What follows belongs to an exercise in optimizing a design on an open flow for small area, a short achievable clock period and few clock cycles per item; a production flow would make more cautious choices. At most, simulation tests tie the RTL to the original design; equivalence was not proved. Only the layout flow was run in run 1; the RTL was not checked for function there.

## design/flow/config.mk

```make
export PLATFORM = sky130hd
export DESIGN_NAME = fft_mask_mult_pipe
export DESIGN_NICKNAME = fft_mask_mult_pipe
export VERILOG_FILES = /design/flow/design.v
export SDC_FILE = /design/flow/constraint.sdc
export NUM_CORES = 4
export LEC_CHECK = 0
export ABC_AREA = 1
export CAP_MARGIN = 20
export CORE_MARGIN = 2
export CORE_UTILIZATION = 40
export SETUP_SLACK_MARGIN = 3.6
export SLEW_MARGIN = 20
```

## design/flow/constraint.sdc

```tcl
create_clock -name core_clock -period 7.0 [get_ports {clk_i}]
set_input_delay 1.4000 -clock core_clock [delete_from_list [all_inputs] [get_ports {clk_i}]]
set_output_delay 1.4000 -clock core_clock [all_outputs]
set_load 0.01 [all_outputs]
```

## design/flow/design.v

```verilog
module fft_mm_tree (
    input  logic [15:0] x,
    input  logic [7:0]  one,
    input  logic [7:0]  two,
    input  logic [7:0]  neg,
    output logic [15:0] hi_a,
    output logic [15:0] hi_b,
    output logic        lo_c
);
    logic [16:0] xe;
    assign xe = {x[15], x};
    logic pp1;
    logic pp2;
    logic pp3;
    logic pp4;
    logic pp5;
    logic pp6;
    logic pp7;
    logic pp8;
    logic pp9;
    logic pp10;
    logic pp11;
    logic pp12;
    logic pp13;
    logic pp14;
    logic pp15;
    logic pp16;
    logic pp17;
    logic pp18;
    logic pp19;
    logic pp20;
    logic pp21;
    logic pp22;
    logic pp23;
    logic pp24;
    logic pp25;
    logic pp26;
    logic pp27;
    logic pp28;
    logic pp29;
    logic pp30;
    logic pp31;
    logic pp32;
    logic pp33;
    logic pp34;
    logic pp35;
    logic pp36;
    logic pp37;
    logic pp38;
    logic pp39;
    logic pp40;
    logic pp41;
    logic pp42;
    logic pp43;
    logic pp44;
    logic pp45;
    logic pp46;
    logic pp47;
    logic pp48;
    logic pp49;
    logic pp50;
    logic pp51;
    logic pp52;
    logic pp53;
    logic pp54;
    logic pp55;
    logic pp56;
    logic pp57;
    logic pp58;
    logic pp59;
    logic pp60;
    logic pp61;
    logic pp62;
    logic pp63;
    logic pp64;
    logic pp65;
    logic pp66;
    logic pp67;
    logic pp68;
    logic pp69;
    logic pp70;
    logic pp71;
    logic pp72;
    logic pp73;
    logic pp74;
    logic pp75;
    logic pp76;
    logic pp77;
    logic pp78;
    logic pp79;
    logic pp80;
    logic pp81;
    logic pp82;
    logic pp83;
    logic pp84;
    logic pp85;
    logic pp86;
    logic pp87;
    logic pp88;
    logic pp89;
    logic pp90;
    logic pp91;
    logic pp92;
    logic pp93;
    logic pp94;
    logic pp95;
    logic pp96;
    logic pp97;
    logic pp98;
    logic pp99;
    logic pp100;
    logic pp101;
    logic pp102;
    logic pp103;
    logic pp104;
    logic pp105;
    logic pp106;
    logic pp107;
    logic pp108;
    logic pp109;
    logic pp110;
    logic pp111;
    logic pp112;
    logic pp113;
    logic pp114;
    logic pp115;
    logic pp116;
    logic pp117;
    logic pp118;
    logic pp119;
    logic pp120;
    logic pp121;
    logic pp122;
    logic pp123;
    logic pp124;
    logic pp125;
    logic pp126;
    logic pp127;
    logic pp128;
    logic pp129;
    logic pp130;
    logic pp131;
    logic pp132;
    logic pp133;
    logic pp134;
    logic pp135;
    logic pp136;
    logic s137;
    logic c138;
    logic s139;
    logic c140;
    logic s141;
    logic c142;
    logic s143;
    logic c144;
    logic s145;
    logic c146;
    logic s147;
    logic c148;
    logic s149;
    logic c150;
    logic s151;
    logic c152;
    logic s153;
    logic c154;
    logic s155;
    logic c156;
    logic s157;
    logic c158;
    logic s159;
    logic c160;
    logic s161;
    logic c162;
    logic s163;
    logic c164;
    logic s165;
    logic c166;
    logic s167;
    logic c168;
    logic s169;
    logic c170;
    logic s171;
    logic c172;
    logic s173;
    logic c174;
    logic s175;
    logic c176;
    logic s177;
    logic c178;
    logic s179;
    logic c180;
    logic s181;
    logic c182;
    logic s183;
    logic c184;
    logic s185;
    logic c186;
    logic s187;
    logic c188;
    logic s189;
    logic c190;
    logic s191;
    logic c192;
    logic s193;
    logic c194;
    logic s195;
    logic c196;
    logic s197;
    logic c198;
    logic s199;
    logic c200;
    logic s201;
    logic c202;
    logic s203;
    logic c204;
    logic s205;
    logic c206;
    logic s207;
    logic c208;
    logic s209;
    logic c210;
    logic s211;
    logic c212;
    logic s213;
    logic c214;
    logic s215;
    logic c216;
    logic s217;
    logic c218;
    logic s219;
    logic c220;
    logic s221;
    logic c222;
    logic s223;
    logic c224;
    logic s225;
    logic c226;
    logic s227;
    logic c228;
    logic s229;
    logic c230;
    logic s231;
    logic c232;
    logic s233;
    logic c234;
    logic s235;
    logic c236;
    logic s237;
    logic c238;
    logic s239;
    logic c240;
    logic s241;
    logic c242;
    logic s243;
    logic c244;
    logic s245;
    logic c246;
    logic s247;
    logic c248;
    logic s249;
    logic c250;
    logic s251;
    logic c252;
    logic s253;
    logic c254;
    logic s255;
    logic c256;
    logic s257;
    logic c258;
    logic s259;
    logic c260;
    logic s261;
    logic c262;
    logic s263;
    logic c264;
    logic s265;
    logic c266;
    logic s267;
    logic c268;
    logic s269;
    logic c270;
    logic s271;
    logic c272;
    logic s273;
    logic c274;
    logic s275;
    logic c276;
    logic s277;
    logic c278;
    logic s279;
    logic c280;
    logic s281;
    logic c282;
    logic s283;
    logic c284;
    logic s285;
    logic c286;
    logic s287;
    logic c288;
    logic s289;
    logic c290;
    logic s291;
    logic c292;
    logic s293;
    logic c294;
    logic s295;
    logic c296;
    logic s297;
    logic c298;
    logic s299;
    logic c300;
    logic s301;
    logic c302;
    logic s303;
    logic c304;
    logic s305;
    logic c306;
    logic s307;
    logic c308;
    logic s309;
    logic c310;
    logic s311;
    logic c312;
    logic s313;
    logic c314;
    logic s315;
    logic c316;
    logic s317;
    logic c318;
    logic s319;
    logic c320;
    logic s321;
    logic c322;
    logic s323;
    logic c324;
    logic s325;
    logic c326;
    logic s327;
    logic c328;
    logic s329;
    logic c330;
    logic s331;
    logic c332;
    logic s333;
    logic c334;
    logic s335;
    logic c336;
    logic s337;
    logic c338;
    logic s339;
    logic c340;
    logic s341;
    logic c342;
    logic s343;
    logic c344;
    logic s345;
    logic c346;
    logic s347;
    logic c348;
    logic s349;
    logic c350;
    logic s351;
    logic c352;
    logic s353;
    logic c354;
    logic s355;
    logic c356;
    logic s357;
    logic c358;
    logic s359;
    logic c360;
    assign pp1 = (one[0] & xe[0]) ^ neg[0];
    assign pp2 = ((one[0] & xe[1]) | (two[0] & xe[0])) ^ neg[0];
    assign pp3 = ((one[0] & xe[2]) | (two[0] & xe[1])) ^ neg[0];
    assign pp4 = ((one[0] & xe[3]) | (two[0] & xe[2])) ^ neg[0];
    assign pp5 = ((one[0] & xe[4]) | (two[0] & xe[3])) ^ neg[0];
    assign pp6 = ((one[0] & xe[5]) | (two[0] & xe[4])) ^ neg[0];
    assign pp7 = ((one[0] & xe[6]) | (two[0] & xe[5])) ^ neg[0];
    assign pp8 = ((one[0] & xe[7]) | (two[0] & xe[6])) ^ neg[0];
    assign pp9 = ((one[0] & xe[8]) | (two[0] & xe[7])) ^ neg[0];
    assign pp10 = ((one[0] & xe[9]) | (two[0] & xe[8])) ^ neg[0];
    assign pp11 = ((one[0] & xe[10]) | (two[0] & xe[9])) ^ neg[0];
    assign pp12 = ((one[0] & xe[11]) | (two[0] & xe[10])) ^ neg[0];
    assign pp13 = ((one[0] & xe[12]) | (two[0] & xe[11])) ^ neg[0];
    assign pp14 = ((one[0] & xe[13]) | (two[0] & xe[12])) ^ neg[0];
    assign pp15 = ((one[0] & xe[14]) | (two[0] & xe[13])) ^ neg[0];
    assign pp16 = ((one[0] & xe[15]) | (two[0] & xe[14])) ^ neg[0];
    assign pp17 = ~(((one[0] & xe[16]) | (two[0] & xe[15])) ^ neg[0]);
    assign pp18 = (one[1] & xe[0]) ^ neg[1];
    assign pp19 = ((one[1] & xe[1]) | (two[1] & xe[0])) ^ neg[1];
    assign pp20 = ((one[1] & xe[2]) | (two[1] & xe[1])) ^ neg[1];
    assign pp21 = ((one[1] & xe[3]) | (two[1] & xe[2])) ^ neg[1];
    assign pp22 = ((one[1] & xe[4]) | (two[1] & xe[3])) ^ neg[1];
    assign pp23 = ((one[1] & xe[5]) | (two[1] & xe[4])) ^ neg[1];
    assign pp24 = ((one[1] & xe[6]) | (two[1] & xe[5])) ^ neg[1];
    assign pp25 = ((one[1] & xe[7]) | (two[1] & xe[6])) ^ neg[1];
    assign pp26 = ((one[1] & xe[8]) | (two[1] & xe[7])) ^ neg[1];
    assign pp27 = ((one[1] & xe[9]) | (two[1] & xe[8])) ^ neg[1];
    assign pp28 = ((one[1] & xe[10]) | (two[1] & xe[9])) ^ neg[1];
    assign pp29 = ((one[1] & xe[11]) | (two[1] & xe[10])) ^ neg[1];
    assign pp30 = ((one[1] & xe[12]) | (two[1] & xe[11])) ^ neg[1];
    assign pp31 = ((one[1] & xe[13]) | (two[1] & xe[12])) ^ neg[1];
    assign pp32 = ((one[1] & xe[14]) | (two[1] & xe[13])) ^ neg[1];
    assign pp33 = ((one[1] & xe[15]) | (two[1] & xe[14])) ^ neg[1];
    assign pp34 = ~(((one[1] & xe[16]) | (two[1] & xe[15])) ^ neg[1]);
    assign pp35 = (one[2] & xe[0]) ^ neg[2];
    assign pp36 = ((one[2] & xe[1]) | (two[2] & xe[0])) ^ neg[2];
    assign pp37 = ((one[2] & xe[2]) | (two[2] & xe[1])) ^ neg[2];
    assign pp38 = ((one[2] & xe[3]) | (two[2] & xe[2])) ^ neg[2];
    assign pp39 = ((one[2] & xe[4]) | (two[2] & xe[3])) ^ neg[2];
    assign pp40 = ((one[2] & xe[5]) | (two[2] & xe[4])) ^ neg[2];
    assign pp41 = ((one[2] & xe[6]) | (two[2] & xe[5])) ^ neg[2];
    assign pp42 = ((one[2] & xe[7]) | (two[2] & xe[6])) ^ neg[2];
    assign pp43 = ((one[2] & xe[8]) | (two[2] & xe[7])) ^ neg[2];
    assign pp44 = ((one[2] & xe[9]) | (two[2] & xe[8])) ^ neg[2];
    assign pp45 = ((one[2] & xe[10]) | (two[2] & xe[9])) ^ neg[2];
    assign pp46 = ((one[2] & xe[11]) | (two[2] & xe[10])) ^ neg[2];
    assign pp47 = ((one[2] & xe[12]) | (two[2] & xe[11])) ^ neg[2];
    assign pp48 = ((one[2] & xe[13]) | (two[2] & xe[12])) ^ neg[2];
    assign pp49 = ((one[2] & xe[14]) | (two[2] & xe[13])) ^ neg[2];
    assign pp50 = ((one[2] & xe[15]) | (two[2] & xe[14])) ^ neg[2];
    assign pp51 = ~(((one[2] & xe[16]) | (two[2] & xe[15])) ^ neg[2]);
    assign pp52 = (one[3] & xe[0]) ^ neg[3];
    assign pp53 = ((one[3] & xe[1]) | (two[3] & xe[0])) ^ neg[3];
    assign pp54 = ((one[3] & xe[2]) | (two[3] & xe[1])) ^ neg[3];
    assign pp55 = ((one[3] & xe[3]) | (two[3] & xe[2])) ^ neg[3];
    assign pp56 = ((one[3] & xe[4]) | (two[3] & xe[3])) ^ neg[3];
    assign pp57 = ((one[3] & xe[5]) | (two[3] & xe[4])) ^ neg[3];
    assign pp58 = ((one[3] & xe[6]) | (two[3] & xe[5])) ^ neg[3];
    assign pp59 = ((one[3] & xe[7]) | (two[3] & xe[6])) ^ neg[3];
    assign pp60 = ((one[3] & xe[8]) | (two[3] & xe[7])) ^ neg[3];
    assign pp61 = ((one[3] & xe[9]) | (two[3] & xe[8])) ^ neg[3];
    assign pp62 = ((one[3] & xe[10]) | (two[3] & xe[9])) ^ neg[3];
    assign pp63 = ((one[3] & xe[11]) | (two[3] & xe[10])) ^ neg[3];
    assign pp64 = ((one[3] & xe[12]) | (two[3] & xe[11])) ^ neg[3];
    assign pp65 = ((one[3] & xe[13]) | (two[3] & xe[12])) ^ neg[3];
    assign pp66 = ((one[3] & xe[14]) | (two[3] & xe[13])) ^ neg[3];
    assign pp67 = ((one[3] & xe[15]) | (two[3] & xe[14])) ^ neg[3];
    assign pp68 = ~(((one[3] & xe[16]) | (two[3] & xe[15])) ^ neg[3]);
    assign pp69 = (one[4] & xe[0]) ^ neg[4];
    assign pp70 = ((one[4] & xe[1]) | (two[4] & xe[0])) ^ neg[4];
    assign pp71 = ((one[4] & xe[2]) | (two[4] & xe[1])) ^ neg[4];
    assign pp72 = ((one[4] & xe[3]) | (two[4] & xe[2])) ^ neg[4];
    assign pp73 = ((one[4] & xe[4]) | (two[4] & xe[3])) ^ neg[4];
    assign pp74 = ((one[4] & xe[5]) | (two[4] & xe[4])) ^ neg[4];
    assign pp75 = ((one[4] & xe[6]) | (two[4] & xe[5])) ^ neg[4];
    assign pp76 = ((one[4] & xe[7]) | (two[4] & xe[6])) ^ neg[4];
    assign pp77 = ((one[4] & xe[8]) | (two[4] & xe[7])) ^ neg[4];
    assign pp78 = ((one[4] & xe[9]) | (two[4] & xe[8])) ^ neg[4];
    assign pp79 = ((one[4] & xe[10]) | (two[4] & xe[9])) ^ neg[4];
    assign pp80 = ((one[4] & xe[11]) | (two[4] & xe[10])) ^ neg[4];
    assign pp81 = ((one[4] & xe[12]) | (two[4] & xe[11])) ^ neg[4];
    assign pp82 = ((one[4] & xe[13]) | (two[4] & xe[12])) ^ neg[4];
    assign pp83 = ((one[4] & xe[14]) | (two[4] & xe[13])) ^ neg[4];
    assign pp84 = ((one[4] & xe[15]) | (two[4] & xe[14])) ^ neg[4];
    assign pp85 = ~(((one[4] & xe[16]) | (two[4] & xe[15])) ^ neg[4]);
    assign pp86 = (one[5] & xe[0]) ^ neg[5];
    assign pp87 = ((one[5] & xe[1]) | (two[5] & xe[0])) ^ neg[5];
    assign pp88 = ((one[5] & xe[2]) | (two[5] & xe[1])) ^ neg[5];
    assign pp89 = ((one[5] & xe[3]) | (two[5] & xe[2])) ^ neg[5];
    assign pp90 = ((one[5] & xe[4]) | (two[5] & xe[3])) ^ neg[5];
    assign pp91 = ((one[5] & xe[5]) | (two[5] & xe[4])) ^ neg[5];
    assign pp92 = ((one[5] & xe[6]) | (two[5] & xe[5])) ^ neg[5];
    assign pp93 = ((one[5] & xe[7]) | (two[5] & xe[6])) ^ neg[5];
    assign pp94 = ((one[5] & xe[8]) | (two[5] & xe[7])) ^ neg[5];
    assign pp95 = ((one[5] & xe[9]) | (two[5] & xe[8])) ^ neg[5];
    assign pp96 = ((one[5] & xe[10]) | (two[5] & xe[9])) ^ neg[5];
    assign pp97 = ((one[5] & xe[11]) | (two[5] & xe[10])) ^ neg[5];
    assign pp98 = ((one[5] & xe[12]) | (two[5] & xe[11])) ^ neg[5];
    assign pp99 = ((one[5] & xe[13]) | (two[5] & xe[12])) ^ neg[5];
    assign pp100 = ((one[5] & xe[14]) | (two[5] & xe[13])) ^ neg[5];
    assign pp101 = ((one[5] & xe[15]) | (two[5] & xe[14])) ^ neg[5];
    assign pp102 = ~(((one[5] & xe[16]) | (two[5] & xe[15])) ^ neg[5]);
    assign pp103 = (one[6] & xe[0]) ^ neg[6];
    assign pp104 = ((one[6] & xe[1]) | (two[6] & xe[0])) ^ neg[6];
    assign pp105 = ((one[6] & xe[2]) | (two[6] & xe[1])) ^ neg[6];
    assign pp106 = ((one[6] & xe[3]) | (two[6] & xe[2])) ^ neg[6];
    assign pp107 = ((one[6] & xe[4]) | (two[6] & xe[3])) ^ neg[6];
    assign pp108 = ((one[6] & xe[5]) | (two[6] & xe[4])) ^ neg[6];
    assign pp109 = ((one[6] & xe[6]) | (two[6] & xe[5])) ^ neg[6];
    assign pp110 = ((one[6] & xe[7]) | (two[6] & xe[6])) ^ neg[6];
    assign pp111 = ((one[6] & xe[8]) | (two[6] & xe[7])) ^ neg[6];
    assign pp112 = ((one[6] & xe[9]) | (two[6] & xe[8])) ^ neg[6];
    assign pp113 = ((one[6] & xe[10]) | (two[6] & xe[9])) ^ neg[6];
    assign pp114 = ((one[6] & xe[11]) | (two[6] & xe[10])) ^ neg[6];
    assign pp115 = ((one[6] & xe[12]) | (two[6] & xe[11])) ^ neg[6];
    assign pp116 = ((one[6] & xe[13]) | (two[6] & xe[12])) ^ neg[6];
    assign pp117 = ((one[6] & xe[14]) | (two[6] & xe[13])) ^ neg[6];
    assign pp118 = ((one[6] & xe[15]) | (two[6] & xe[14])) ^ neg[6];
    assign pp119 = ~(((one[6] & xe[16]) | (two[6] & xe[15])) ^ neg[6]);
    assign pp120 = (one[7] & xe[0]) ^ neg[7];
    assign pp121 = ((one[7] & xe[1]) | (two[7] & xe[0])) ^ neg[7];
    assign pp122 = ((one[7] & xe[2]) | (two[7] & xe[1])) ^ neg[7];
    assign pp123 = ((one[7] & xe[3]) | (two[7] & xe[2])) ^ neg[7];
    assign pp124 = ((one[7] & xe[4]) | (two[7] & xe[3])) ^ neg[7];
    assign pp125 = ((one[7] & xe[5]) | (two[7] & xe[4])) ^ neg[7];
    assign pp126 = ((one[7] & xe[6]) | (two[7] & xe[5])) ^ neg[7];
    assign pp127 = ((one[7] & xe[7]) | (two[7] & xe[6])) ^ neg[7];
    assign pp128 = ((one[7] & xe[8]) | (two[7] & xe[7])) ^ neg[7];
    assign pp129 = ((one[7] & xe[9]) | (two[7] & xe[8])) ^ neg[7];
    assign pp130 = ((one[7] & xe[10]) | (two[7] & xe[9])) ^ neg[7];
    assign pp131 = ((one[7] & xe[11]) | (two[7] & xe[10])) ^ neg[7];
    assign pp132 = ((one[7] & xe[12]) | (two[7] & xe[11])) ^ neg[7];
    assign pp133 = ((one[7] & xe[13]) | (two[7] & xe[12])) ^ neg[7];
    assign pp134 = ((one[7] & xe[14]) | (two[7] & xe[13])) ^ neg[7];
    assign pp135 = ((one[7] & xe[15]) | (two[7] & xe[14])) ^ neg[7];
    assign pp136 = ~(((one[7] & xe[16]) | (two[7] & xe[15])) ^ neg[7]);
    assign s137 = neg[5] ^ pp11;
    assign c138 = neg[5] & pp11;
    assign s139 = pp12 ^ pp27;
    assign c140 = pp12 & pp27;
    assign s141 = neg[6] ^ pp103 ^ pp13;
    assign c142 = (neg[6] & pp103) | (neg[6] & pp13) | (pp103 & pp13);
    assign s143 = pp28 ^ pp43;
    assign c144 = pp28 & pp43;
    assign s145 = pp104 ^ pp14 ^ pp29;
    assign c146 = (pp104 & pp14) | (pp104 & pp29) | (pp14 & pp29);
    assign s147 = pp44 ^ pp59;
    assign c148 = pp44 & pp59;
    assign s149 = ~neg[7] ^ pp105 ^ pp120;
    assign c150 = (~neg[7] & pp105) | (~neg[7] & pp120) | (pp105 & pp120);
    assign s151 = pp15 ^ pp30 ^ pp45;
    assign c152 = (pp15 & pp30) | (pp15 & pp45) | (pp30 & pp45);
    assign s153 = pp60 ^ pp75;
    assign c154 = pp60 & pp75;
    assign s155 = neg[7] ^ pp106 ^ pp121;
    assign c156 = (neg[7] & pp106) | (neg[7] & pp121) | (pp106 & pp121);
    assign s157 = pp16 ^ pp31 ^ pp46;
    assign c158 = (pp16 & pp31) | (pp16 & pp46) | (pp31 & pp46);
    assign s159 = pp61 ^ pp76 ^ pp91;
    assign c160 = (pp61 & pp76) | (pp61 & pp91) | (pp76 & pp91);
    assign s161 = 1'b1 ^ pp107 ^ pp122;
    assign c162 = (1'b1 & pp107) | (1'b1 & pp122) | (pp107 & pp122);
    assign s163 = pp17 ^ pp32 ^ pp47;
    assign c164 = (pp17 & pp32) | (pp17 & pp47) | (pp32 & pp47);
    assign s165 = pp62 ^ pp77 ^ pp92;
    assign c166 = (pp62 & pp77) | (pp62 & pp92) | (pp77 & pp92);
    assign s167 = 1'b1 ^ pp108 ^ pp123;
    assign c168 = (1'b1 & pp108) | (1'b1 & pp123) | (pp108 & pp123);
    assign s169 = pp33 ^ pp48 ^ pp63;
    assign c170 = (pp33 & pp48) | (pp33 & pp63) | (pp48 & pp63);
    assign s171 = pp78 ^ pp93;
    assign c172 = pp78 & pp93;
    assign s173 = pp109 ^ pp124 ^ pp34;
    assign c174 = (pp109 & pp124) | (pp109 & pp34) | (pp124 & pp34);
    assign s175 = pp49 ^ pp64 ^ pp79;
    assign c176 = (pp49 & pp64) | (pp49 & pp79) | (pp64 & pp79);
    assign s177 = 1'b1 ^ pp110 ^ pp125;
    assign c178 = (1'b1 & pp110) | (1'b1 & pp125) | (pp110 & pp125);
    assign s179 = pp50 ^ pp65;
    assign c180 = pp50 & pp65;
    assign s181 = pp111 ^ pp126 ^ pp51;
    assign c182 = (pp111 & pp126) | (pp111 & pp51) | (pp126 & pp51);
    assign s183 = 1'b1 ^ pp112;
    assign c184 = 1'b1 & pp112;
    assign s185 = neg[3] ^ pp22;
    assign c186 = neg[3] & pp22;
    assign s187 = pp23 ^ pp38;
    assign c188 = pp23 & pp38;
    assign s189 = neg[4] ^ pp24 ^ pp39;
    assign c190 = (neg[4] & pp24) | (neg[4] & pp39) | (pp24 & pp39);
    assign s191 = pp54 ^ pp69;
    assign c192 = pp54 & pp69;
    assign s193 = pp10 ^ pp25 ^ pp40;
    assign c194 = (pp10 & pp25) | (pp10 & pp40) | (pp25 & pp40);
    assign s195 = pp55 ^ pp70;
    assign c196 = pp55 & pp70;
    assign s197 = pp26 ^ pp41 ^ pp56;
    assign c198 = (pp26 & pp41) | (pp26 & pp56) | (pp41 & pp56);
    assign s199 = pp71 ^ pp86 ^ s137;
    assign c200 = (pp71 & pp86) | (pp71 & s137) | (pp86 & s137);
    assign s201 = pp42 ^ pp57 ^ pp72;
    assign c202 = (pp42 & pp57) | (pp42 & pp72) | (pp57 & pp72);
    assign s203 = pp87 ^ c138 ^ s139;
    assign c204 = (pp87 & c138) | (pp87 & s139) | (c138 & s139);
    assign s205 = pp58 ^ pp73 ^ pp88;
    assign c206 = (pp58 & pp73) | (pp58 & pp88) | (pp73 & pp88);
    assign s207 = c140 ^ s143 ^ s141;
    assign c208 = (c140 & s143) | (c140 & s141) | (s143 & s141);
    assign s209 = pp74 ^ pp89 ^ c144;
    assign c210 = (pp74 & pp89) | (pp74 & c144) | (pp89 & c144);
    assign s211 = s147 ^ c142 ^ s145;
    assign c212 = (s147 & c142) | (s147 & s145) | (c142 & s145);
    assign s213 = pp90 ^ c148 ^ s153;
    assign c214 = (pp90 & c148) | (pp90 & s153) | (c148 & s153);
    assign s215 = c146 ^ s149 ^ s151;
    assign c216 = (c146 & s149) | (c146 & s151) | (s149 & s151);
    assign s217 = c154 ^ c150 ^ c152;
    assign c218 = (c154 & c150) | (c154 & c152) | (c150 & c152);
    assign s219 = s155 ^ s157 ^ s159;
    assign c220 = (s155 & s157) | (s155 & s159) | (s157 & s159);
    assign s221 = c156 ^ c158 ^ c160;
    assign c222 = (c156 & c158) | (c156 & c160) | (c158 & c160);
    assign s223 = s161 ^ s163 ^ s165;
    assign c224 = (s161 & s163) | (s161 & s165) | (s163 & s165);
    assign s225 = s171 ^ c162 ^ c164;
    assign c226 = (s171 & c162) | (s171 & c164) | (c162 & c164);
    assign s227 = c166 ^ s167 ^ s169;
    assign c228 = (c166 & s167) | (c166 & s169) | (s167 & s169);
    assign s229 = pp94 ^ c172 ^ c168;
    assign c230 = (pp94 & c172) | (pp94 & c168) | (c172 & c168);
    assign s231 = c170 ^ s173 ^ s175;
    assign c232 = (c170 & s173) | (c170 & s175) | (s173 & s175);
    assign s233 = pp80 ^ pp95 ^ s179;
    assign c234 = (pp80 & pp95) | (pp80 & s179) | (pp95 & s179);
    assign s235 = c174 ^ c176 ^ s177;
    assign c236 = (c174 & c176) | (c174 & s177) | (c176 & s177);
    assign s237 = pp66 ^ pp81 ^ pp96;
    assign c238 = (pp66 & pp81) | (pp66 & pp96) | (pp81 & pp96);
    assign s239 = c180 ^ c178 ^ s181;
    assign c240 = (c180 & c178) | (c180 & s181) | (c178 & s181);
    assign s241 = pp127 ^ pp67 ^ pp82;
    assign c242 = (pp127 & pp67) | (pp127 & pp82) | (pp67 & pp82);
    assign s243 = pp97 ^ s183 ^ c182;
    assign c244 = (pp97 & s183) | (pp97 & c182) | (s183 & c182);
    assign s245 = pp113 ^ pp128 ^ pp68;
    assign c246 = (pp113 & pp128) | (pp113 & pp68) | (pp128 & pp68);
    assign s247 = pp83 ^ pp98 ^ c184;
    assign c248 = (pp83 & pp98) | (pp83 & c184) | (pp98 & c184);
    assign s249 = 1'b1 ^ pp114 ^ pp129;
    assign c250 = (1'b1 & pp114) | (1'b1 & pp129) | (pp114 & pp129);
    assign s251 = pp84 ^ pp99;
    assign c252 = pp84 & pp99;
    assign s253 = pp100 ^ pp115 ^ pp130;
    assign c254 = (pp100 & pp115) | (pp100 & pp130) | (pp115 & pp130);
    assign s255 = 1'b1 ^ pp101;
    assign c256 = 1'b1 & pp101;
    assign s257 = neg[2] ^ pp20;
    assign c258 = neg[2] & pp20;
    assign s259 = pp21 ^ pp36;
    assign c260 = pp21 & pp36;
    assign s261 = pp37 ^ pp52 ^ pp7;
    assign c262 = (pp37 & pp52) | (pp37 & pp7) | (pp52 & pp7);
    assign s263 = pp53 ^ pp8 ^ c186;
    assign c264 = (pp53 & pp8) | (pp53 & c186) | (pp8 & c186);
    assign s265 = pp9 ^ c188 ^ s191;
    assign c266 = (pp9 & c188) | (pp9 & s191) | (c188 & s191);
    assign s267 = c192 ^ s195 ^ c190;
    assign c268 = (c192 & s195) | (c192 & c190) | (s195 & c190);
    assign s269 = c196 ^ c194 ^ s197;
    assign c270 = (c196 & c194) | (c196 & s197) | (c194 & s197);
    assign s271 = c198 ^ s201 ^ c200;
    assign c272 = (c198 & s201) | (c198 & c200) | (s201 & c200);
    assign s273 = c202 ^ s205 ^ c204;
    assign c274 = (c202 & s205) | (c202 & c204) | (s205 & c204);
    assign s275 = c206 ^ s209 ^ c208;
    assign c276 = (c206 & s209) | (c206 & c208) | (s209 & c208);
    assign s277 = c210 ^ s213 ^ c212;
    assign c278 = (c210 & s213) | (c210 & c212) | (s213 & c212);
    assign s279 = c214 ^ c216 ^ s217;
    assign c280 = (c214 & c216) | (c214 & s217) | (c216 & s217);
    assign s281 = c218 ^ c220 ^ s221;
    assign c282 = (c218 & c220) | (c218 & s221) | (c220 & s221);
    assign s283 = c222 ^ c224 ^ s225;
    assign c284 = (c222 & c224) | (c222 & s225) | (c224 & s225);
    assign s285 = c226 ^ c228 ^ s229;
    assign c286 = (c226 & c228) | (c226 & s229) | (c228 & s229);
    assign s287 = s233 ^ c230 ^ c232;
    assign c288 = (s233 & c230) | (s233 & c232) | (c230 & c232);
    assign s289 = s237 ^ c234 ^ c236;
    assign c290 = (s237 & c234) | (s237 & c236) | (c234 & c236);
    assign s291 = c238 ^ s241 ^ c240;
    assign c292 = (c238 & s241) | (c238 & c240) | (s241 & c240);
    assign s293 = c242 ^ s245 ^ s247;
    assign c294 = (c242 & s245) | (c242 & s247) | (s245 & s247);
    assign s295 = s251 ^ c246 ^ s249;
    assign c296 = (s251 & c246) | (s251 & s249) | (c246 & s249);
    assign s297 = pp85 ^ c252 ^ c250;
    assign c298 = (pp85 & c252) | (pp85 & c250) | (c252 & c250);
    assign s299 = pp116 ^ pp131 ^ s255;
    assign c300 = (pp116 & pp131) | (pp116 & s255) | (pp131 & s255);
    assign s301 = pp102 ^ pp117 ^ pp132;
    assign c302 = (pp102 & pp117) | (pp102 & pp132) | (pp117 & pp132);
    assign s303 = 1'b1 ^ pp118;
    assign c304 = 1'b1 & pp118;
    assign s305 = neg[1] ^ pp18;
    assign c306 = neg[1] & pp18;
    assign s307 = pp19 ^ pp4;
    assign c308 = pp19 & pp4;
    assign s309 = pp35 ^ pp5 ^ s257;
    assign c310 = (pp35 & pp5) | (pp35 & s257) | (pp5 & s257);
    assign s311 = pp6 ^ c258 ^ s259;
    assign c312 = (pp6 & c258) | (pp6 & s259) | (c258 & s259);
    assign s313 = c260 ^ s185 ^ s261;
    assign c314 = (c260 & s185) | (c260 & s261) | (s185 & s261);
    assign s315 = s187 ^ c262 ^ s263;
    assign c316 = (s187 & c262) | (s187 & s263) | (c262 & s263);
    assign s317 = s189 ^ c264 ^ s265;
    assign c318 = (s189 & c264) | (s189 & s265) | (c264 & s265);
    assign s319 = s193 ^ c266 ^ s267;
    assign c320 = (s193 & c266) | (s193 & s267) | (c266 & s267);
    assign s321 = s199 ^ c268 ^ s269;
    assign c322 = (s199 & c268) | (s199 & s269) | (c268 & s269);
    assign s323 = s203 ^ c270 ^ s271;
    assign c324 = (s203 & c270) | (s203 & s271) | (c270 & s271);
    assign s325 = s207 ^ c272 ^ s273;
    assign c326 = (s207 & c272) | (s207 & s273) | (c272 & s273);
    assign s327 = s211 ^ c274 ^ s275;
    assign c328 = (s211 & c274) | (s211 & s275) | (c274 & s275);
    assign s329 = s215 ^ c276 ^ s277;
    assign c330 = (s215 & c276) | (s215 & s277) | (c276 & s277);
    assign s331 = s219 ^ c278 ^ s279;
    assign c332 = (s219 & c278) | (s219 & s279) | (c278 & s279);
    assign s333 = s223 ^ c280 ^ s281;
    assign c334 = (s223 & c280) | (s223 & s281) | (c280 & s281);
    assign s335 = s227 ^ c282 ^ s283;
    assign c336 = (s227 & c282) | (s227 & s283) | (c282 & s283);
    assign s337 = s231 ^ c284 ^ s285;
    assign c338 = (s231 & c284) | (s231 & s285) | (c284 & s285);
    assign s339 = s235 ^ c286 ^ s287;
    assign c340 = (s235 & c286) | (s235 & s287) | (c286 & s287);
    assign s341 = s239 ^ c288 ^ s289;
    assign c342 = (s239 & c288) | (s239 & s289) | (c288 & s289);
    assign s343 = s243 ^ c290 ^ s291;
    assign c344 = (s243 & c290) | (s243 & s291) | (c290 & s291);
    assign s345 = c244 ^ s293 ^ c292;
    assign c346 = (c244 & s293) | (c244 & c292) | (s293 & c292);
    assign s347 = c248 ^ s295 ^ c294;
    assign c348 = (c248 & s295) | (c248 & c294) | (s295 & c294);
    assign s349 = s253 ^ c296 ^ s297;
    assign c350 = (s253 & c296) | (s253 & s297) | (c296 & s297);
    assign s351 = c254 ^ s299 ^ c298;
    assign c352 = (c254 & s299) | (c254 & c298) | (s299 & c298);
    assign s353 = c256 ^ s301 ^ c300;
    assign c354 = (c256 & s301) | (c256 & c300) | (s301 & c300);
    assign s355 = pp133 ^ s303 ^ c302;
    assign c356 = (pp133 & s303) | (pp133 & c302) | (s303 & c302);
    assign s357 = pp119 ^ pp134 ^ c304;
    assign c358 = (pp119 & pp134) | (pp119 & c304) | (pp134 & c304);
    assign s359 = 1'b1 ^ pp135;
    assign c360 = 1'b1 & pp135;
    logic [30:0] ra, rb;
    logic [15:0] lo_sum;
    assign ra = {pp136, s359, s357, s355, s353, c350, s349, s347, c344, c342, c340, c338, c336, c334, c332, c330, c328, c326, c324, c322, c320, c318, c316, c314, c312, c310, c308, c306, pp3, pp2, neg[0]};
    assign rb = {c360, c358, c356, c354, c352, s351, c348, c346, s345, s343, s341, s339, s337, s335, s333, s331, s329, s327, s325, s323, s321, s319, s317, s315, s313, s311, s309, s307, s305, 1'b0, pp1};
    assign lo_sum = {1'b0, ra[14:0]} + {1'b0, rb[14:0]};
    assign lo_c = lo_sum[15];
    assign hi_a = ra[30:15];
    assign hi_b = rb[30:15];
endmodule
module fft_mask_mult_pipe (
    input  logic               clk_i,
    input  logic               rst_i,
    input  logic               clr_i,
    input  logic               in_valid_i,
    output logic               in_ready_o,
    input  logic signed [15:0] in_re_i,
    input  logic signed [15:0] in_im_i,
    input  logic signed [15:0] mask_i,
    input  logic               in_last_i,
    output logic               out_valid_o,
    input  logic               out_ready_i,
    output logic signed [15:0] out_re_o,
    output logic signed [15:0] out_im_o,
    output logic [8:0]         out_bin_o,
    output logic               out_last_o,
    output logic               sat_o,
    output logic               frame_err_o
);
    logic        en, accept, last_v;
    logic [8:0]  cnt_q, cnt_d, cnt_inc;
    logic        ferr_q, ferr_d, sat_q, sat_d;
    assign en         = !last_v || out_ready_i;
    assign in_ready_o = en;
    assign accept     = in_valid_i && en;
    assign cnt_inc = cnt_q[8] ? 9'd0 : cnt_q + 9'd1;
    always_comb begin
        cnt_d  = cnt_q;
        ferr_d = ferr_q;
        if (accept) begin
            if (clr_i) begin
                cnt_d = 9'd1;
            end else if (in_last_i && !cnt_q[8]) begin
                ferr_d = 1'b1;
                cnt_d  = 9'd0;
            end else begin
                if (!in_last_i && cnt_q[8]) ferr_d = 1'b1;
                cnt_d = cnt_inc;
            end
        end else if (clr_i) begin
            cnt_d = 9'd0;
        end
        if (clr_i) ferr_d = 1'b0;
    end
    logic        fi_m, fi_re, fi_im;
    assign fi_m  = (mask_i == 16'h8000);
    assign fi_re = fi_m && (in_re_i == 16'h8000);
    assign fi_im = fi_m && (in_im_i == 16'h8000);
    logic [7:0] i_one, i_two, i_neg;
    logic [16:0] i_mext;
    assign i_mext = {mask_i, 1'b0};
    always_comb begin
        for (int i = 0; i < 8; i++) begin
            i_one[i] = i_mext[2*i+1] ^ i_mext[2*i];
            i_two[i] = (i_mext[2*i+2] & ~i_mext[2*i+1] & ~i_mext[2*i]) |
                        (~i_mext[2*i+2] & i_mext[2*i+1] & i_mext[2*i]);
            i_neg[i] = i_mext[2*i+2];
        end
    end
    logic        a_v_q, a_z_q, a_ovf_q;
    logic [15:0] a_re_q, a_im_q;
    logic [7:0]  a_one_q, a_two_q, a_neg_q;
    always_ff @(posedge clk_i) begin
        if (en) begin
            a_re_q  <= {in_re_i[15:1], in_re_i[0] | fi_re};
            a_im_q  <= {in_im_i[15:1], in_im_i[0] | fi_im};
            a_ovf_q <= fi_re || fi_im;
            a_z_q   <= clr_i || (cnt_q == 9'd0);
            a_one_q <= i_one;
            a_two_q <= i_two;
            a_neg_q <= i_neg;
        end
    end
    logic [7:0] t_one, t_two, t_neg;
    assign t_one = a_one_q;
    assign t_two = a_two_q;
    assign t_neg = a_neg_q;
    logic [15:0] re_ha, re_hb, im_ha, im_hb;
    logic        re_lc, im_lc;
    fft_mm_tree u_re (.x(a_re_q), .one(t_one), .two(t_two), .neg(t_neg),
                      .hi_a(re_ha), .hi_b(re_hb), .lo_c(re_lc));
    fft_mm_tree u_im (.x(a_im_q), .one(t_one), .two(t_two), .neg(t_neg),
                      .hi_a(im_ha), .hi_b(im_hb), .lo_c(im_lc));
    logic [15:0] b_re_a, b_re_b, b_im_a, b_im_b;
    logic        b_re_c, b_im_c, b_v_q, b_z_q, b_ovf_q;
    always_ff @(posedge clk_i) begin
        if (en) begin
            b_re_a  <= re_ha;
            b_re_b  <= re_hb;
            b_re_c  <= re_lc;
            b_im_a  <= im_ha;
            b_im_b  <= im_hb;
            b_im_c  <= im_lc;
            b_ovf_q <= a_ovf_q;
            b_z_q   <= a_z_q;
        end
    end
    logic [15:0] r_re, r_im;
    assign r_re = b_re_a + b_re_b + {15'd0, b_re_c};
    assign r_im = b_im_a + b_im_b + {15'd0, b_im_c};
    logic [8:0]  b_bin_q;
    always_ff @(posedge clk_i) begin
        if (en && a_v_q) begin
            b_bin_q <= a_z_q ? 9'd0 : (b_bin_q[8] ? 9'd0 : b_bin_q + 9'd1);
        end
    end
    assign last_v      = b_v_q;
    assign out_re_o    = r_re;
    assign out_im_o    = r_im;
    assign out_bin_o   = b_bin_q;
    assign out_last_o  = b_bin_q[8];
    always_comb begin
        sat_d = sat_q;
        if (en && a_v_q && a_ovf_q) sat_d = 1'b1;
        if (clr_i) sat_d = 1'b0;
    end
    always_ff @(posedge clk_i or posedge rst_i) begin
        if (rst_i) begin
            a_v_q <= 1'b0;
            b_v_q <= 1'b0;
            cnt_q  <= 9'd0;
            ferr_q <= 1'b0;
            sat_q  <= 1'b0;
        end else begin
            if (en) begin
                a_v_q <= in_valid_i;
                b_v_q <= a_v_q;
            end
            cnt_q  <= cnt_d;
            ferr_q <= ferr_d;
            sat_q  <= sat_d;
        end
    end
    assign out_valid_o = last_v;
    assign sat_o       = sat_q;
    assign frame_err_o = ferr_q;
endmodule
```

## design/flow/run.sh

```bash
#!/bin/bash
# synth_recipe.tcl (not shown) runs the flow's synth.tcl, then flattens the netlist and writes it again
# the make line also repeats each setting of config.mk as NAME=value (left out here)
make -C /OpenROAD-flow-scripts/flow DESIGN_CONFIG=/design/flow/config.mk WORK_HOME=/design/flow/orfs CLKGATE_MAP_FILE= SYNTH_SCRIPT=/design/flow/synth_recipe.tcl finish
```

==> metrics.yaml, run 1 <==
detailed_routing:
  ant_nets: 0
  wl_per_cell_um: 20.4
  num_vias: 15500
  drtPass1Iterations: 7
  drt_wl_total_mm: 56.4
  route.detailed.drc: 0
  viasPerCell: 5.61
  drt_iter0_drc: 1591
sta:
  clock_skew_ns: 0.0219
  finalCritPeriodShare_pct: 58.4
  relSlewSlack_pct: 40.9
  whs_ns: 0.472
  rsz0062_at_grt: "yes"
  fin_crit_ns: 4.09
  setup_viol: 0
  fin_setup_tns_ns: 0
  slew_violations: 0
  tightest_slew_ns: 0.886
  fmax_mhz: 245
  final-hold-violation-count: 0
place:
  portBuffers: 99
  hpwlAfterDp_mm: 34.2
  placedCellCount: 2501
  place_congestion: 0.914
final_layout:
  area_growth_pct: 30.9
  final_common_cell: "inv_1"
  final_cell_mix: "inv_1, nand2_1, xor2_1"
  stdcell_count: 2761
  fillers: 3702
  nets: 2533
  fin_util_pct: 53.2
  register_area_mm2: 0.00432
  final_layout_size_suffix_gt1_share_pct: 26.2
  multiInputGateArea_mm2: 0.0120
  antennaDiodeCount: 0
setup_path:
  r2r_cells: 16
  max_stage_delay_ns: 0.55
  cp_num_buf_inv: 5
  cp_cell_sequence: "clkinvlp_4 > buf_4 > o22ai_2 > xor2_1 > fa_1 > fa_1 > inv_1 > fa_1 > inv_1 > ha_1 > nand2_1 > inv_1 > o21ai_1 > nand2_1 > a21oi_2 > nand2_1"
  cp-endpoint: "b_im_c$_DFFE_PN_"
  cp.required_ns: 7.21
  slowest_stage: "fa_1"
  critPathTopFamily: "adder cells"
  r2r_end: "b_im_c$_DFFE_PN_"
  cp.depth: 16
  start_kind: "register"
  end_kind: "register"
  path_class: "reg2reg"
  r2r_slack_ns: 2.91
  crit_arrival_ns: 4.30
  crit_start: "a_two_q[3]$_DFFE_PN_"
  r2r-start: "a_two_q[3]$_DFFE_PN_"
  crit_path_max_fanout: 7
yosys:
  ys_ff_latch: 146
  synth_warnings: 1
  synth_fp_nets: 2272
  syn_area_mm2: 0.0171
  netlist_instances: 1948
  synthDistinctLibCells: 32
  seq_area_frac_synth_pct: 25.2
  synth_area_per_cell_um2: 8.79
  synth.area.top_cells: "edfxtp_1, fa_1, xor2_1, o22ai_1, inv_1"
  synth_top_area_share_pct: 23.3
  yosysTopAreaCell: "edfxtp_1"
cts:
  tritoncts: "built"
  clockRootBuffer: "clkbuf_16"
  insertion_delay_ns: 0.45
  clkSinkCount: 146
  cts_max_level: 4
  cts.clk_slew.worst_paths_ns: 0.08
  cts_hold_buf: 0
  clockBufferDepth: 2
  numCtsBuffers: 17
run_status:
  run_status: "no timing/DRC/antenna violations"
global_routing:
  grt_antenna_before_repair: 0
  grt_use_total_pct: 25.0
  grt_use_met3_pct: 8.09
  busiest_layer: "met2"
  grt_overflow: 0
  grt_pass1_wl_mm: 85.4
  grt_pass1_vias: 15500
  grt_start_max_net_pins: 65
  grt_util_met1_pct: 32.2
  grt_util_met2_pct: 38.3
floorplanning:
  die-area_mm2: 0.0445
  start_util_pct: 40.6
  io_pins: 100
  fp.dieW_um: 211
  num_rows: 75
  fp.dieH_um: 211
  core-area_mm2: 0.0421
run:
  drv_cap: 0
worst_hold_path:
  holdCritPathClass: "reg2reg"
  holdPathStages: 2
## cells in the mapped netlist
master    number
o22ai_2        2
buf_2         44
nand3_1       47
and3_1         2
clkbuf_1      43
nor3_1        15
buf_4          7
nand4_1        7
xnor2_1        8
nand3b_1       3
a21oi_1       40
ha_1          96
buf_1          1
o21ai_0       40
xor2_1       267
mux2_2         2
nor3_2         1
o21bai_1       3
or2_2          6
o21a_1         1
buf_6          5
dfrtp_1       13
o22ai_1      234
nand2_1      278
inv_2         12
clkinv_1       1
edfxtp_1     133
and2_1         2
fa_1         174
nor2_1        84
inv_1        376
nand2_2        1
## worst min path at each step
stage,slack (ns),endpoint,startpoint
after floorplan,0.43,b_v_q$_DFFE_PP0N_,a_v_q$_DFFE_PP0N_
after global placement,0.45,b_v_q$_DFFE_PP0N_,a_v_q$_DFFE_PP0N_
after detailed placement,0.46,b_v_q$_DFFE_PP0N_,a_v_q$_DFFE_PP0N_
after CTS,0.48,b_v_q$_DFFE_PP0N_,a_v_q$_DFFE_PP0N_
after global routing,0.52,b_v_q$_DFFE_PP0N_,a_v_q$_DFFE_PP0N_
final,0.47,b_v_q$_DFFE_PP0N_,a_v_q$_DFFE_PP0N_
## metrics by stage
| step | instance area, um2 | setup slack, ns |
|---|---|---|
| floorplan | 17200 | 3.27 |
| global placement | 18500 | 2.21 |
| detailed placement | 18500 | 2.22 |
| CTS | 21400 | 3.10 |
| global route | 22400 | 2.79 |
| finish | 22400 | 2.91 |
## layout make-up
type	count	share of cell area, %
clock buffer	18	1.96
clock inverter	14	0.854
inverter	389	7.61
multi-input combinational	1316	53.7
sequential	146	19.3
tap	539	3.01
timing repair buffer	330	13.3
timing repair inverter	9	0.290
## metal layers
metal | vias to the layer above | routed length (um)
met1 | 7509 | 22200
met4 | 0 | 2920
li1 | 6803 | -
met2 | 909 | 25100
met3 | 267 | 6190
met5 | - | 0
## cells by family after synthesis
kind of cell,after synthesis,synth area share [%]
multiplexers,2,0.132
AND/OR/NAND/NOR,446,10.6
flip-flops,146,25.2
XOR/XNOR,275,14.1
adder cells (fa/ha/maj),270,27.4
AO/OA/AOI/OAI,320,11.2
buffers and inverters,489,11.4
## state kept, by name, indices dropped and copies added (netlist names), 8 cells and up
| signal | count |
|---|---|
| b_bin_q | 9 |
| b_re_b | 16 |
| a_re_q | 16 |
| a_im_q | 16 |
| cnt_q | 9 |
| b_re_a | 16 |
| a_neg_q | 8 |
| b_im_b | 16 |
| a_two_q | 8 |
| b_im_a | 16 |
| a_one_q | 8 |
## worst min-delay path, cell delays in order (launching register included)
cell	delay [ns]
dfrtp_1	0.32
inv_1	0.06
nand2_1	0.06
## what timing repair did
action                                  CTS  global route
buffers inserted                        165            48
gates resized for setup                 343           168
endpoints found under the setup margin   72            62
pin swaps                                55            84
cloned                                   14             1
==> inputs of run 2 (changes only) <==
--- a/design/flow/design.v
+++ b/design/flow/design.v
@@ -839,18 +839,24 @@
     assign r_re = b_re_a + b_re_b + {15'd0, b_re_c};
     assign r_im = b_im_a + b_im_b + {15'd0, b_im_c};
-    logic [8:0]  b_bin_q;
+    logic [15:0] o_re_q, o_im_q;
+    logic [8:0]  o_bin_q;
+    logic        o_v_q;
     always_ff @(posedge clk_i) begin
-        if (en && a_v_q) begin
-            b_bin_q <= a_z_q ? 9'd0 : (b_bin_q[8] ? 9'd0 : b_bin_q + 9'd1);
+        if (en) begin
+            o_re_q <= r_re;
+            o_im_q <= r_im;
+        end
+        if (en && b_v_q) begin
+            o_bin_q <= b_z_q ? 9'd0 : (o_bin_q[8] ? 9'd0 : o_bin_q + 9'd1);
         end
     end
-    assign last_v      = b_v_q;
-    assign out_re_o    = r_re;
-    assign out_im_o    = r_im;
-    assign out_bin_o   = b_bin_q;
-    assign out_last_o  = b_bin_q[8];
+    assign last_v      = o_v_q;
+    assign out_re_o    = o_re_q;
+    assign out_im_o    = o_im_q;
+    assign out_bin_o   = o_bin_q;
+    assign out_last_o  = o_bin_q[8];
     always_comb begin
         sat_d = sat_q;
-        if (en && a_v_q && a_ovf_q) sat_d = 1'b1;
+        if (en && b_v_q && b_ovf_q) sat_d = 1'b1;
         if (clr_i) sat_d = 1'b0;
     end
@@ -859,4 +865,5 @@
             a_v_q <= 1'b0;
             b_v_q <= 1'b0;
+            o_v_q <= 1'b0;
             cnt_q  <= 9'd0;
             ferr_q <= 1'b0;
@@ -866,4 +873,5 @@
                 a_v_q <= in_valid_i;
                 b_v_q <= a_v_q;
+                o_v_q <= b_v_q;
             end
             cnt_q  <= cnt_d;
==> run 2 against run 1 <==
  * Still clean
  * Flip-flop and latch count increased by 35
  * Synthesized area increased by 6.1%
  * Sequential share of layout area increased by 3.9 points
  * Critical endpoint unchanged
  * Highest routed layer unchanged
==> metrics.yaml, run 2 <==
setup_path:
  crit_path_max_fanout: 4  # -3
  end_kind: "register"
  crit_arrival_ns: 4.18  # -0.12 ns
  path_class: "reg2reg"
  start_kind: "register"
  r2r_cells: 18  # +2
  cp.required_ns: 7.23  # +0.02 ns
yosys:
  yosysTopAreaCell: "edfxtp_1"
  ys_ff_latch: 181  # +24%
  netlist_instances: 1984  # +1.8%
  synth_common_cells: "inv_1, nand2_1, xor2_1"
  synth_fp_nets: 2308  # +1.6%
  synth_top_area_share_pct: 27.6  # +4.3 points
  seq_area_frac_synth_pct: 29.5  # +4.3 points
  synth_edf_count: 167  # +26%
  synth_warnings: 1  # unchanged
  async_reset_ff_share_pct: 7.73  # -1.2 points
  syn_area_mm2: 0.0182  # +6.1%
  synth_flop_cell: "edfxtp_1"
  synth_area_per_cell_um2: 9.16  # +4.2%
  synth.area.top_cells: "edfxtp_1, fa_1, xor2_1, o22ai_1, inv_1"
  synth.most_common_cell: "inv_1"
  synthDistinctLibCells: 35  # +9.4%
sta:
  finalCritPeriodShare_pct: 56.3  # -2.0 points
  fin_setup_tns_ns: 0  # unchanged
  clock_skew_ns: 0.0176  # -0.00426 ns
  tightest_slew_ns: 0.780  # -0.106 ns
  relSlewSlack_pct: 47.8  # +6.9 points
  slew_violations: 0  # unchanged
  whs_ns: 0.423  # -0.0493 ns
  final-hold-violation-count: 0  # unchanged
  fin_crit_ns: 3.94  # -0.143 ns
  setup_viol: 0  # unchanged
  rsz0062_at_grt: "yes"
  fmax_mhz: 254  # +3.6%
detailed_routing:
  viasPerCell: 5.51  # -1.8%
  ant_nets: 0  # unchanged
  route.detailed.drc: 0  # unchanged
  drt_iter0_drc: 2038  # +28%
  drt_wl_total_mm: 56.2  # -0.45%
  wl_per_cell_um: 19.7  # -3.4%
  drtPass1Iterations: 7  # unchanged
  num_vias: 15700  # +1.2%
worst_hold_path:
  holdCritPathClass: "reg2reg"
  holdPathStages: 0  # -2
final_layout:
  final_cell_mix: "inv_1, nand2_1, xor2_1"
  nets: 2556  # +0.91%
  fin_util_pct: 51.3  # -1.9 points
  area_growth_pct: 27.4
  final_layout_size_suffix_gt1_share_pct: 22.0  # -4.2 points
  final_common_cell: "inv_1"
  antennaDiodeCount: 0  # unchanged
  fillers: 4052  # +9.5%
cts:
  clockBufferDepth: 2  # unchanged
  clkSinkCount: 181  # +24%
  clockRootBuffer: "clkbuf_16"
  numCtsBuffers: 17  # unchanged
  cts_max_level: 4  # unchanged
  cts.clk_slew.worst_paths_ns: 0.07  # about the same
  cts_hold_buf: 0  # unchanged
  tritoncts: "built"
  insertion_delay_ns: 0.48  # +0.03 ns
floorplanning:
  core-area_mm2: 0.0451  # +7.0%
  fp.dieW_um: 217  # +2.9%
  num_rows: 78  # +4.0%
  fp.dieH_um: 217  # +2.9%
  io_pins: 100  # unchanged
  die-area_mm2: 0.0471  # +6.0%
  start_util_pct: 40.3  # -0.35 points
global_routing:
  grt_start_max_net_pins: 81  # +25%
  grt_overflow: 0  # unchanged
  grt_pass1_wl_mm: 82.9  # -2.9%
  grt_pass1_vias: 15300  # -1.2%
  grt_antenna_before_repair: 1  # +1
  grt_use_total_pct: 22.7  # -2.2 points
place:
  portBuffers: 99  # unchanged
  place_congestion: 0.879  # -3.8%
  hpwlAfterDp_mm: 35.3  # +3.3%
run_status:
  run_status: "no timing/DRC/antenna violations"
run:
  drv_cap: 0  # unchanged
-- run 2: final timing paths --
check                                          start                   end  slack, ns
worst max register to register  a_two_q[1]$_DFFE_PN_      b_im_c$_DFFE_PN_       3.06
worst max-delay path            a_two_q[1]$_DFFE_PN_      b_im_c$_DFFE_PN_       3.06
max in group asynchronous                      rst_i  cnt_q[0]$_DFFE_PP0P_       5.33
worst min register to register       a_z_q$_DFFE_PN_       b_z_q$_DFFE_PN_       0.42
worst min-delay path                 a_z_q$_DFFE_PN_       b_z_q$_DFFE_PN_       0.42
min in group asynchronous                      rst_i     sat_q$_DFFE_PP0P_       1.28
-- run 2: repair_timing --
item	in CTS	in global routing
gates cloned	12	2
resized for setup	178	130
pin swaps	56	62
setup endpoints to repair	88	83
setup buffers	126	71
-- run 2: logic make-up (layout without fill, tap and decap cells) --
family / count (synthesis) / after routing / synth area share [%]
AOI/OAI and AO/OA: 321 / 321 / 10.6
buffers and inverters: 487 / 747 / 10.7
DFF: 181 / 181 / 29.5
muxes: 2 / 2 / 0.124
and+or+nand+nor: 450 / 451 / 10.1
adders and majority gates: 270 / 270 / 25.8
xor gates and xnor gates: 273 / 273 / 13.2
-- run 2: metrics by stage --
step	area, um2	cells	setup WS (ns)
floorplan	18300	1984	3.27
global route	23100	2845	2.95
detailed placement	19600	2602	2.36
CTS	21900	2772	3.10
global placement	19600	2602	2.54
finish	23100	2845	3.06
-- run 2: worst max-delay path, cell delays in order, from the launching register on --
cell and delay (ns):
edfxtp_1 0.41, clkinvlp_4 0.19, buf_6 0.18, buf_4 0.15, o22ai_2 0.18, xor2_1 0.12, fa_1 0.52, inv_1 0.06
fa_1 0.49, inv_1 0.06, fa_1 0.48, inv_1 0.05, ha_1 0.30, nand2_1 0.07, inv_1 0.05, o21ai_0 0.08
nand2_1 0.12, a21oi_1 0.14, nand2_1 0.06
-- run 2: layer usage --
metal | GRT usage, % | vias up | wire length (um)
met2 | 36.4 | 1056 | 25200
met3 | 4.54 | 332 | 5780
met4 | 11.8 | 0 | 3550
met5 | 0 | - | 0
li1 | - | 6934 | -
met1 | 29.2 | 7347 | 21600
-- run 2: area by class of cell --
type                    count  area, um2  area share (%)
flip-flops and latches    181       5370            23.2
multi-input cells        1317      11700            50.8
clock buffers              17        425            1.84
well taps                 600        751            3.24
clock inverters            15        235            1.02
repair inverters           11       65.1           0.281
repair buffers            318       2910            12.6
inverters                 386       1640            7.07
Testbench counts of run 2, summed over its fixed seeds: cycles 32,920, items 32,896.
==> inputs of run 3 (changes only) <==
--- a/design/flow/design.v
+++ b/design/flow/design.v
@@ -4,6 +4,6 @@
     input  logic [7:0]  two,
     input  logic [7:0]  neg,
-    output logic [15:0] hi_a,
-    output logic [15:0] hi_b,
+    output logic [21:0] hi_a,
+    output logic [21:0] hi_b,
     output logic        lo_c
 );
@@ -731,11 +731,11 @@
     assign c360 = 1'b1 & pp135;
     logic [30:0] ra, rb;
-    logic [15:0] lo_sum;
+    logic [9:0] lo_sum;
     assign ra = {pp136, s359, s357, s355, s353, c350, s349, s347, c344, c342, c340, c338, c336, c334, c332, c330, c328, c326, c324, c322, c320, c318, c316, c314, c312, c310, c308, c306, pp3, pp2, neg[0]};
     assign rb = {c360, c358, c356, c354, c352, s351, c348, c346, s345, s343, s341, s339, s337, s335, s333, s331, s329, s327, s325, s323, s321, s319, s317, s315, s313, s311, s309, s307, s305, 1'b0, pp1};
-    assign lo_sum = {1'b0, ra[14:0]} + {1'b0, rb[14:0]};
-    assign lo_c = lo_sum[15];
-    assign hi_a = ra[30:15];
-    assign hi_b = rb[30:15];
+    assign lo_sum = {1'b0, ra[8:0]} + {1'b0, rb[8:0]};
+    assign lo_c = lo_sum[9];
+    assign hi_a = ra[30:9];
+    assign hi_b = rb[30:9];
 endmodule
 module fft_mask_mult_pipe (
@@ -816,5 +816,5 @@
     assign t_two = a_two_q;
     assign t_neg = a_neg_q;
-    logic [15:0] re_ha, re_hb, im_ha, im_hb;
+    logic [21:0] re_ha, re_hb, im_ha, im_hb;
     logic        re_lc, im_lc;
     fft_mm_tree u_re (.x(a_re_q), .one(t_one), .two(t_two), .neg(t_neg),
@@ -822,5 +822,5 @@
     fft_mm_tree u_im (.x(a_im_q), .one(t_one), .two(t_two), .neg(t_neg),
                       .hi_a(im_ha), .hi_b(im_hb), .lo_c(im_lc));
-    logic [15:0] b_re_a, b_re_b, b_im_a, b_im_b;
+    logic [21:0] b_re_a, b_re_b, b_im_a, b_im_b;
     logic        b_re_c, b_im_c, b_v_q, b_z_q, b_ovf_q;
     always_ff @(posedge clk_i) begin
@@ -836,7 +836,10 @@
         end
     end
+    logic [21:0] s_re, s_im;
     logic [15:0] r_re, r_im;
-    assign r_re = b_re_a + b_re_b + {15'd0, b_re_c};
-    assign r_im = b_im_a + b_im_b + {15'd0, b_im_c};
+    assign s_re = b_re_a + b_re_b + {21'd0, b_re_c};
+    assign s_im = b_im_a + b_im_b + {21'd0, b_im_c};
+    assign r_re = s_re[21:6];
+    assign r_im = s_im[21:6];
     logic [15:0] o_re_q, o_im_q;
     logic [8:0]  o_bin_q;
--- a/design/flow/config.mk
+++ b/design/flow/config.mk
@@ -10,4 +10,5 @@
 export CORE_MARGIN = 2
 export CORE_UTILIZATION = 40
-export SETUP_SLACK_MARGIN = 3.6
+export SETUP_SLACK_MARGIN = 3.5
 export SLEW_MARGIN = 20
+export TNS_END_PERCENT = 20
==> run 3 against run 2 <==
  * Critical endpoint is now b_re_c$_DFFE_PN_
  * Global-route usage fell by 0.62 points
  * Count of clock-buffer cells in the layout rose by 11
  * Synthesized area rose by 5.2%
  * Still clean on timing, DRC and antenna
==> metrics.yaml, run 3 <==
detailed_routing:
  drtPass1Iterations: 5  # -2
  drt_wl_total_mm: 55.9  # -0.41%
  viasPerCell: 5.52  # +0.22%
  wl_per_cell_um: 19.9  # +1.0%
  drt_iter0_drc: 1471  # -28%
  route.detailed.drc: 0  # unchanged
  ant_nets: 0  # unchanged
  num_vias: 15500  # -1.2%
yosys:
  synth_top_area_share_pct: 30.0  # +2.4 points
  synthDistinctLibCells: 40  # +14%
  syn_area_mm2: 0.0191  # +5.2%
  synth.most_common_cell: "inv_1"
  yosysTopAreaCell: "edfxtp_1"
  synth_fp_nets: 2342  # +1.5%
  synth.area.top_cells: "edfxtp_1, fa_1, xor2_1, o22ai_1, inv_1"
  netlist_instances: 2020  # +1.8%
  synth_edf_count: 191  # +14%
  synth_common_cells: "inv_1, xor2_1, nand2_1"
  seq_area_frac_synth_pct: 31.9  # +2.3 points
  ys_ff_latch: 205  # +13%
  synth_flop_cell: "edfxtp_1"
  synth_area_per_cell_um2: 9.46  # +3.3%
  async_reset_ff_share_pct: 6.83  # -0.91 points
  synth_warnings: 1  # unchanged
setup_path:
  cp.required_ns: 7.30  # +0.07 ns
  max_stage_delay_ns: 0.53  # about the same
  crit_arrival_ns: 3.88  # -0.30 ns
  path_class: "reg2reg"
  crit_path_max_fanout: 10  # +6
  end_kind: "register"
  slowest_stage: "fa_1"
  start_kind: "register"
  cp_cell_sequence: "clkinvlp_4 > buf_12 > o22ai_2 > xor2_1 > ha_1 > inv_1 > fa_1 > inv_1 > fa_1 > ha_1 > a21oi_2 > o21ai_0 > a21oi_1 > nand2_1"
worst_hold_path:
  holdCritPathClass: "reg2reg"
sta:
  tightest_slew_ns: 0.812  # +0.0315 ns
  finalCritPeriodShare_pct: 51.0  # -5.3 points
  clock_skew_ns: 0.0339  # +0.0163 ns
  rsz0062_at_grt: "yes"
  final-hold-violation-count: 0  # unchanged
  relSlewSlack_pct: 45.7  # -2.1 points
  fin_crit_ns: 3.57  # -0.371 ns
  setup_viol: 0  # unchanged
  fin_setup_tns_ns: 0  # unchanged
  slew_violations: 0  # unchanged
  fmax_mhz: 280  # +10%
cts:
  clkSinkCount: 205  # +13%
  clockBufferDepth: 3  # +1
  insertion_delay_ns: 0.56  # +0.08 ns
  tritoncts: "built"
  cts.clk_slew.worst_paths_ns: 0.06  # about the same
  numCtsBuffers: 25  # +8
  cts_max_level: 1  # -3
  clockRootBuffer: "clkbuf_16"
final_layout:
  nets: 2493  # -2.5%
  finish.instance_area_mm2: 0.0227  # -1.9%
  area_growth_pct: 18.7
  final_cell_mix: "inv_1, xor2_1, nand2_1"
  final_layout_size_suffix_gt1_share_pct: 11.3  # -11 points
  final_common_cell: "inv_1"
  register_area_mm2: 0.00609  # +13%
  multiInputGateArea_mm2: 0.0113  # -3.8%
  antennaDiodeCount: 0  # unchanged
  fillers: 4516  # +11%
floorplanning:
  io_pins: 100  # unchanged
  core-area_mm2: 0.0474  # +5.2%
  num_rows: 80  # +2.6%
  die-area_mm2: 0.0495  # +5.1%
  fp.dieW_um: 223  # +2.5%
  start_util_pct: 40.3  # about the same
  fp.dieH_um: 223  # +2.5%
place:
  portBuffers: 99  # unchanged
  hpwlAfterDp_mm: 37.6  # +6.4%
  place_congestion: 0.912  # +3.7%
  dpl_cell_area_mm2: 0.0205  # +4.8%
global_routing:
  grt_start_max_net_pins: 62  # -23%
  grt_use_met3_pct: 4.42  # -0.13 points
  grt_overflow: 0  # unchanged
  grt_pass1_vias: 15200  # -0.79%
  grt_util_met2_pct: 34.2  # -2.1 points
  grt_antenna_before_repair: 2  # +1
  grt_use_total_pct: 22.1  # -0.62 points
  busiest_layer: "met2"
  grt_util_met1_pct: 29.7  # +0.49 points
  grt_pass1_wl_mm: 85.6  # +3.3%
run_status:
  run_status: "no timing/DRC/antenna violations"
run:
  drv_cap: 0  # unchanged
run 3: kinds of logic (layout without fill, tap and decap cells):
kind of cell	after synthesis	in the layout	synth area share, %
AO/OA/AOI/OAI	375	375	11.6
XOR/XNOR	288	288	13.2
adder cells (fa/ha/maj)	268	268	24.2
buffers and inverters	450	620	9.36
flip-flops	205	205	31.9
multiplexers	3	3	0.177
AND/OR/NAND/NOR	431	431	9.50
run 3: worst max-delay path, delay by kind of cell, from the launching register on:
family	cells	cell delay, ns
compound gates	4	0.50
buf+inv	4	0.52
fa+ha+maj	4	1.60
simple gates	1	0.09
flops	1	0.50
xor+xnor	1	0.10
run 3: worst paths after layout:
| path | startpoint | endpoint | slack (ns) | cells after the start |
|---|---|---|---|---|
| worst min-delay path | a_ovf_q$_DFFE_PN_ | b_ovf_q$_DFFE_PN_ | 0.43 | 0 |
| worst max-delay path | a_two_q[3]$_DFFE_PN_ | b_re_c$_DFFE_PN_ | 3.43 | 14 |
| worst max register to register | a_two_q[3]$_DFFE_PN_ | b_re_c$_DFFE_PN_ | 3.43 | 14 |
| max in group asynchronous | rst_i | cnt_q[3]$_DFFE_PP0P_ | 5.42 | 2 |
| min in group asynchronous | rst_i | sat_q$_DFFE_PP0P_ | 1.18 | 2 |
| worst min register to register | a_ovf_q$_DFFE_PN_ | b_ovf_q$_DFFE_PN_ | 0.43 | 0 |
run 3: per-stage QoR:
stage	util [%]	setup slack (ns)	std cells	hold WS, ns
5_1_grt	47.8	3.28	2805	0.439
3_5_place_dp	43.3	2.65	2649	0.422
3_3_place_gp	43.3	2.64	2648	0.407
4_1_cts	46.5	3.49	2749	0.431
6_report	47.8	3.43	2805	0.431
2_1_floorplan	-	3.60	2020	0.400
run 3: layer usage:
metal	vias up	part of all wire, %	wire, um
met2	811	45	24900
li1	7028	-	-
met4	2	4.8	2710
met3	196	8.9	5000
met1	7445	42	23300
met5	-	0.027	15
run 3: timing repair:
action / 4_1_cts / 5_1_grt
gates resized for setup: 73 / 27
pin swaps: 2 / 5
buffers inserted: 42 / 55
hold buffers: 0 / 0
setup endpoints to repair: 111 / 38
gates cloned: 12 / 1
run 3: area by class of cell:
class                           instances  area share [%]
Sequential cell                       205            26.8
Inverter                              347            6.51
Clock buffer                           28            2.81
Multi-Input combinational cell       1365            49.8
Clock inverter                         18           0.822
Timing Repair inverter                 10           0.309
Tap cell                              615            3.39
Timing Repair Buffer                  217            9.54
Testbench counts of run 3, summed over its fixed seeds: cycles 32,920, items 32,896.

## re-timing with driven ports
The results above use ideal ports. As a check the final layouts listed here were re-extracted and re-timed, cells and wires unchanged. Step 1 (the two cells are an assumption about what drives the block):
set clk [get_ports {clk_i}]
set_driving_cell -lib_cell sky130_fd_sc_hd__clkbuf_16 $clk
set_driving_cell -lib_cell sky130_fd_sc_hd__buf_2 [delete_from_list [all_inputs] $clk]
Step 2 also shifts input and output timing later by t, the mid clock arrival at the registers, as if the neighbouring blocks saw the same clock. a / b / c = ideal ports / drivers / drivers and shift; a / b = the first two.
run	shift t [ns]	slack for setup (ns)	hold WS [ns]	latest minus earliest clock arrival (ns)
run 1	0.496	2.913 / 2.913 / 2.913	0.472 / 0.472 / 0.472	0.022 / 0.022
run 2	0.525	3.056 / 3.056 / 3.056	0.423 / 0.423 / 0.423	0.017 / 0.018
run 3	0.603	3.427 / 3.427 / 3.165	0.431 / 0.431 / 0.431	0.034 / 0.034
After both steps setup and hold are still met in every run listed. For run 3, which loses most, drivers alone change the setup slack by 0.000 ns; drivers and shift together by -0.262 ns.
